Context: an optimization exercise on an open-source flow, tuned for small area, a short achievable clock period and few clock cycles per item. The choices shown serve that exercise and are no tape-out recipe. RTL that was checked went through simulation tests only; none was proved equivalent to the original.

== run A ==
// rs_bm_decoder
module rs_bm_decoder (
    input  wire         i_clock,
    input  wire         i_arst_n,
    input  wire         i_start,
    input  wire  [47:0] i_synd,
    output logic [35:0] o_locator,
    output logic        o_ready
);
Size: roughly 1400 cells after synthesis, about 110 flip-flops, roughly 88 I/O pins, ~0.011 mm² of cells after synthesis.
==> module rs_bm_decoder, before the edit <==
module rs_bm_decoder (
    input  wire         i_clock,
    input  wire         i_arst_n,
    input  wire         i_start,
    input  wire  [47:0] i_synd,
    output logic [35:0] o_locator,
    output logic        o_ready
);
    logic       busy_q;
    logic       ready_q;
    logic [2:0] step_q;      
    logic       accept;
    logic       last;
    logic [7:0] q_q [0:5];
    logic [7:0] c_q [1:3];
    logic       xb1_q;
    logic [7:0] xb_q [2:3];
    logic [7:0] b_q;
    logic [3:0] ib_a1;
    logic [3:0] ib_s;
    logic [3:0] ib_d;
    logic [7:0] b_inv;
    logic [2:0] len_q;
    logic [7:0] disc;
    logic [7:0] scale;
    logic       take_p4;
    logic [7:0] upd2_in;
    logic [7:0] upd2;
    logic [7:0] upd3;
    logic       len_update;
    logic       s1_zero;
    logic       all_zero;
    logic [7:0] synd_c [0:5];
    logic [7:0] sigma [1:3];
    assign accept  = i_start && !busy_q;
    assign last    = (step_q == 3'd5);
    assign s1_zero = (i_synd[7:0] == 8'h00);
    assign all_zero = (i_synd == 48'h0);
    for (genvar j = 0; j < 6; j++)
    begin : g_in
        gf256_to_comp u_to (.i_x(i_synd[8*j +: 8]), .o_c(synd_c[j]));
    end
    gf256_dot3 u_disc (
        .i_c  (q_q[0]),
        .i_a1 (c_q[1]), .i_b1 (q_q[1]),
        .i_a2 (c_q[2]), .i_b2 (q_q[2]),
        .i_a3 (c_q[3]), .i_b3 (q_q[3]),
        .o_p  (disc)
    );
    gf256_inv_pre u_inv_pre (.i_x(b_q), .o_a1(ib_a1), .o_s(ib_s), .o_d(ib_d));
    gf256_inv_post u_inv_post (.i_a1(ib_a1), .i_s(ib_s), .i_d(ib_d), .o_y(b_inv));
    gf256_mul u_scale (.i_a(disc), .i_b(b_inv), .o_p(scale));
    assign take_p4 = busy_q && (step_q == 3'd4) && (len_q == 3'd1);
    assign upd2_in = take_p4 ? q_q[3] : xb_q[2];
    gf256_mul u_upd2 (.i_a(scale), .i_b(upd2_in), .o_p(upd2));
    gf256_mul u_upd3 (.i_a(scale), .i_b(xb_q[3]), .o_p(upd3));
    assign len_update = busy_q && (disc != 8'h00) && ({len_q, 1'b0} <= {1'b0, step_q});
    always_ff @(posedge i_clock or negedge i_arst_n)
    begin
        if (!i_arst_n)
        begin
            busy_q  <= 1'b0;
            ready_q <= 1'b0;
            step_q  <= 3'd0;
        end
        else if (accept)
        begin
            busy_q  <= !all_zero;
            ready_q <= all_zero;
            step_q  <= 3'd1;
        end
        else if (busy_q)
        begin
            step_q <= step_q + 3'd1;
            if (last)
            begin
                busy_q  <= 1'b0;
                ready_q <= 1'b1;
            end
        end
    end
    always_ff @(posedge i_clock)
    begin
        if (accept)
        begin
            q_q[0] <= synd_c[1];
            q_q[1] <= synd_c[0];
            q_q[2] <= synd_c[5];
            q_q[3] <= synd_c[4];
            q_q[4] <= synd_c[3];
            q_q[5] <= synd_c[2];
            c_q[1] <= synd_c[0];
            c_q[2] <= 8'h00;
            c_q[3] <= 8'h00;
            xb1_q   <= !s1_zero;
            xb_q[2] <= {7'b0, s1_zero};
            xb_q[3] <= 8'h00;
            b_q    <= {synd_c[0][7:1], synd_c[0][0] | s1_zero};   
            len_q  <= {2'b0, !s1_zero};
        end
        else
        begin
            q_q[0] <= q_q[5] ^ (take_p4 ? upd2 : 8'h00);
            for (int i = 1; i <= 5; i++)
            begin
                q_q[i] <= q_q[i-1];
            end
            c_q[1] <= c_q[1] ^ (scale & {8{xb1_q}});
            c_q[2] <= c_q[2] ^ (take_p4 ? 8'h00 : upd2);
            c_q[3] <= c_q[3] ^ upd3;
            if (last)
            begin
                xb1_q   <= 1'b0;
                xb_q[2] <= 8'h00;
                xb_q[3] <= 8'h00;
            end
            else if (len_update)
            begin
                xb1_q   <= 1'b1;     
                xb_q[2] <= c_q[1];
                xb_q[3] <= c_q[2];
            end
            else
            begin
                xb1_q   <= 1'b0;     
                xb_q[2] <= {7'b0, xb1_q};
                xb_q[3] <= xb_q[2];
            end
            if (len_update)
            begin
                b_q    <= disc;
                len_q  <= step_q + 3'd1 - len_q;
            end
        end
    end
    for (genvar k = 1; k <= 3; k++)
    begin : g_out
        gf256_from_comp u_from (.i_c(c_q[k]), .o_x(sigma[k]));
    end
    assign o_locator = {sigma[3], sigma[2], sigma[1], 8'h01, len_q, (len_q > 3'd3)};
    assign o_ready   = ready_q;
endmodule
Settings: LEC_CHECK=0, CAP_MARGIN=20, CORE_MARGIN=2, CORE_UTILIZATION=40, SLEW_MARGIN=20; clock period 19.0 ns.
standard.sh (not shown) runs the stock make flow with config.mk's settings and CLKGATE_MAP_FILE= SYNTH_SCRIPT=/design/flow/synth_recipe.tcl, a recipe that flattens the netlist after the stock synthesis.
==> flow/flow/run.sh <==
#!/bin/bash
# The standard layout (standard.sh) with two changes:
#  - synthesis maps the logic with flow/abc.script in place of ORFS's
#    abc_speed.script; everything else in synthesis (register mapping,
#    flattening, renaming) is synth_recipe.tcl as is;
#  - the port buffers that global placement inserts are sky130_fd_sc_hd__buf_1
#    rather than the cell buffer_ports picks by itself (a delay cell);
#  - after synthesis, flow/upsize_regs.tcl gives the registers with many
#    loads the next drive strength of their own flip-flop type.
set -euo pipefail
work=$(cd "$(dirname "$0")/.." && pwd)
cat > "$work/own_synth.tcl" <<TCL
# Yosys's abc with this flow's script; every other argument as ORFS gives it
proc abc {args} {
  set i [lsearch -exact \$args -script]
  if { \$i >= 0 } { lset args [expr { \$i + 1 }] {$work/flow/abc.script} }
  yosys abc {*}\$args
}
source {$work/synth_recipe.tcl}
TCL
args=(SYNTH_SCRIPT="$work/own_synth.tcl" "BUFFER_PORTS_ARGS=-buffer_cell sky130_fd_sc_hd__buf_1")
bash "$work/standard.sh" "${args[@]}" synth > "$work/flow_make_synth.log" 2>&1
SYNTH_ODB="$work/orfs/results/$FLOW_PLATFORM/rs_bm_decoder/base/1_synth.odb" \
LIB_FILE="$FLOW_HOME/platforms/$FLOW_PLATFORM/lib/sky130_fd_sc_hd__tt_025C_1v80.lib" \
  openroad -no_splash -exit "$work/flow/upsize_regs.tcl" > "$work/upsize_regs.log" 2>&1
bash "$work/standard.sh" "${args[@]}" finish > "$work/flow_make.log" 2>&1
==> flow/flow/abc.script <==
strash
&get -n
&st
&dch
&nf -R 1000
&put
topo
stime -c
buffer -c
upsize -c
dnsize -c
==> flow/flow/upsize_regs.tcl <==
# Give the registers that drive many loads a stronger flip-flop of the same
# kind (drive strength only): C, the multiplier taps Q1..Q3 of the syndromes,
# XB1 and the busy flag.
read_db $::env(SYNTH_ODB)
read_liberty $::env(LIB_FILE)
set n 0
foreach inst [get_cells *] {
  set name [get_property $inst name]
  set m [get_property $inst ref_name]
  if { $m eq "sky130_fd_sc_hd__dfxtp_1" && [regexp {^(c_q|q_q\[[123]\]|xb1_q)} $name] } {
    replace_cell $inst sky130_fd_sc_hd__dfxtp_2
    incr n
  } elseif { $m eq "sky130_fd_sc_hd__dfrtp_1" && [regexp {^busy_q} $name] } {
    replace_cell $inst sky130_fd_sc_hd__dfrtp_2
    incr n
  }
}
puts "upsized $n registers"
write_db $::env(SYNTH_ODB)
## Diff of input files: run C against run A
==> flow/design.v, changed modules only <==
module rs_bm_decoder (
    input  wire         i_clock,
    input  wire         i_arst_n,
    input  wire         i_start,
    input  wire  [47:0] i_synd,
    output logic [35:0] o_locator,
    output logic        o_ready
);
    logic       busy_q;
    logic       ready_q;
    logic [2:0] step_q;      
    logic       accept;
    logic       last;
    logic [7:0] q_q [0:5];
    logic [7:0] c_q [1:3];
    logic       xb1_q;
    logic [7:0] xb_q [2:3];
    logic [3:0] ib_a1_q;
    logic [3:0] ib_s_q;
    logic [3:0] ib_d_q;
    logic [7:0] b_inv;
    logic [2:0] len_q;
    logic [7:0] disc;
    logic [7:0] inv_in;
    logic [3:0] inv_a1;
    logic [3:0] inv_s;
    logic [3:0] inv_d;
    logic [7:0] scale;
    logic       take_p4;
    logic [7:0] upd2_in;
    logic [7:0] upd2;
    logic [7:0] upd3;
    logic       len_update;
    logic       s1_zero;
    logic       all_zero;
    logic [7:0] synd_c [0:5];
    logic [7:0] sigma [1:3];
    assign accept  = i_start && !busy_q;
    assign last    = (step_q == 3'd5);
    assign s1_zero = (i_synd[7:0] == 8'h00);
    assign all_zero = (i_synd == 48'h0);
    for (genvar j = 0; j < 6; j++)
    begin : g_in
        gf256_to_comp u_to (.i_x(i_synd[8*j +: 8]), .o_c(synd_c[j]));
    end
    gf256_dot3 u_disc (
        .i_c  (q_q[0]),
        .i_a1 (c_q[1]), .i_b1 (q_q[1]),
        .i_a2 (c_q[2]), .i_b2 (q_q[2]),
        .i_a3 (c_q[3]), .i_b3 (q_q[3]),
        .o_p  (disc)
    );
    assign inv_in = busy_q ? disc : synd_c[0];
    gf256_inv_pre u_inv_pre (.i_x(inv_in), .o_a1(inv_a1), .o_s(inv_s), .o_d(inv_d));
    gf256_inv_post u_inv_post (.i_a1(ib_a1_q), .i_s(ib_s_q), .i_d(ib_d_q), .o_y(b_inv));
    gf256_mul u_scale (.i_a(disc), .i_b(b_inv), .o_p(scale));
    assign take_p4 = busy_q && (step_q == 3'd4) && (len_q == 3'd1);
    assign upd2_in = take_p4 ? q_q[3] : xb_q[2];
    gf256_mul u_upd2 (.i_a(scale), .i_b(upd2_in), .o_p(upd2));
    gf256_mul u_upd3 (.i_a(scale), .i_b(xb_q[3]), .o_p(upd3));
    assign len_update = busy_q && (disc != 8'h00) && ({len_q, 1'b0} <= {1'b0, step_q});
    always_ff @(posedge i_clock or negedge i_arst_n)
    begin
        if (!i_arst_n)
        begin
            busy_q  <= 1'b0;
            ready_q <= 1'b0;
            step_q  <= 3'd0;
        end
        else if (accept)
        begin
            busy_q  <= !all_zero;
            ready_q <= all_zero;
            step_q  <= 3'd1;
        end
        else if (busy_q)
        begin
            step_q <= step_q + 3'd1;
            if (last)
            begin
                busy_q  <= 1'b0;
                ready_q <= 1'b1;
            end
        end
    end
    always_ff @(posedge i_clock)
    begin
        if (accept)
        begin
            q_q[0] <= synd_c[1];
            q_q[1] <= synd_c[0];
            q_q[2] <= synd_c[5];
            q_q[3] <= synd_c[4];
            q_q[4] <= synd_c[3];
            q_q[5] <= synd_c[2];
            c_q[1] <= synd_c[0];
            c_q[2] <= 8'h00;
            c_q[3] <= 8'h00;
            xb1_q   <= !s1_zero;
            xb_q[2] <= {7'b0, s1_zero};
            xb_q[3] <= 8'h00;
            ib_a1_q <= inv_a1;      
            ib_s_q  <= {inv_s[3:1], inv_s[0] | s1_zero};
            ib_d_q  <= {inv_d[3:1], inv_d[0] | s1_zero};
            len_q  <= {2'b0, !s1_zero};
        end
        else
        begin
            q_q[0] <= q_q[5] ^ (take_p4 ? upd2 : 8'h00);
            for (int i = 1; i <= 5; i++)
            begin
                q_q[i] <= q_q[i-1];
            end
            c_q[1] <= c_q[1] ^ (scale & {8{xb1_q}});
            c_q[2] <= c_q[2] ^ (take_p4 ? 8'h00 : upd2);
            c_q[3] <= c_q[3] ^ upd3;
            if (last)
            begin
                xb1_q   <= 1'b0;
                xb_q[2] <= 8'h00;
                xb_q[3] <= 8'h00;
            end
            else if (len_update)
            begin
                xb1_q   <= 1'b1;     
                xb_q[2] <= c_q[1];
                xb_q[3] <= c_q[2];
            end
            else
            begin
                xb1_q   <= 1'b0;     
                xb_q[2] <= {7'b0, xb1_q};
                xb_q[3] <= xb_q[2];
            end
            if (len_update)
            begin
                ib_a1_q <= inv_a1;
                ib_s_q  <= inv_s;
                ib_d_q  <= inv_d;
                len_q  <= step_q + 3'd1 - len_q;
            end
        end
    end
    for (genvar k = 1; k <= 3; k++)
    begin : g_out
        gf256_from_comp u_from (.i_c(c_q[k]), .o_x(sigma[k]));
    end
    assign o_locator = {sigma[3], sigma[2], sigma[1], 8'h01, len_q, (len_q > 3'd3)};
    assign o_ready   = ready_q;
endmodule
==> comparison <==
On post-route minimum period: between run A and run C, it ends up higher for run A.
Changes observed in run C relative to run A: design area went up about 1.4%, multi-input logic area closely matched the old numbers, sequential portion of the cell area up 0.75 points, multi-input gate share of total cell area now smaller, routability congestion estimate from global placement has decreased.
Run C: no failed stages, no open violations at the end
Testbench counts of run C, summed over its fixed seeds: cycles 9,223, decodes 1,600.
No functional check of the RTL was part of run A.

==> what the ideal ports hide <==
No port has a modelled driver above. Below, the same layouts with a new extraction and two added sets of constraints. Step 1: set_driving_cell puts a clkbuf_16 on i_clock and a buf_2 on each other input, an assumption about the parent block. Step 2 times the ports against the registers' clock, not the clock port: input delays grow and output delays shrink by t, the midpoint of the rising clock arrivals with the driver on. a / b / c = no drivers / after step 1 / after step 2; a / b = the first two.
| run | t, ns | setup WS [ns] | worst hold slack (ns) | latest minus earliest clock arrival (ns) | cell pins on the clock port's net |
|---|---|---|---|---|---|
| run A | 0.394 | 12.172 / 12.172 / 12.172 | 0.428 / 0.428 / 0.428 | 0.011 / 0.011 | 1 |
| run C | 0.409 | 13.017 / 13.041 / 12.632 | 0.436 / 0.436 / 0.436 | 0.014 / 0.014 | 1 |
After both steps every run listed still meets setup and hold. For run C, which loses most, drivers alone change the setup slack by +0.024 ns; drivers and shift together by -0.385 ns.
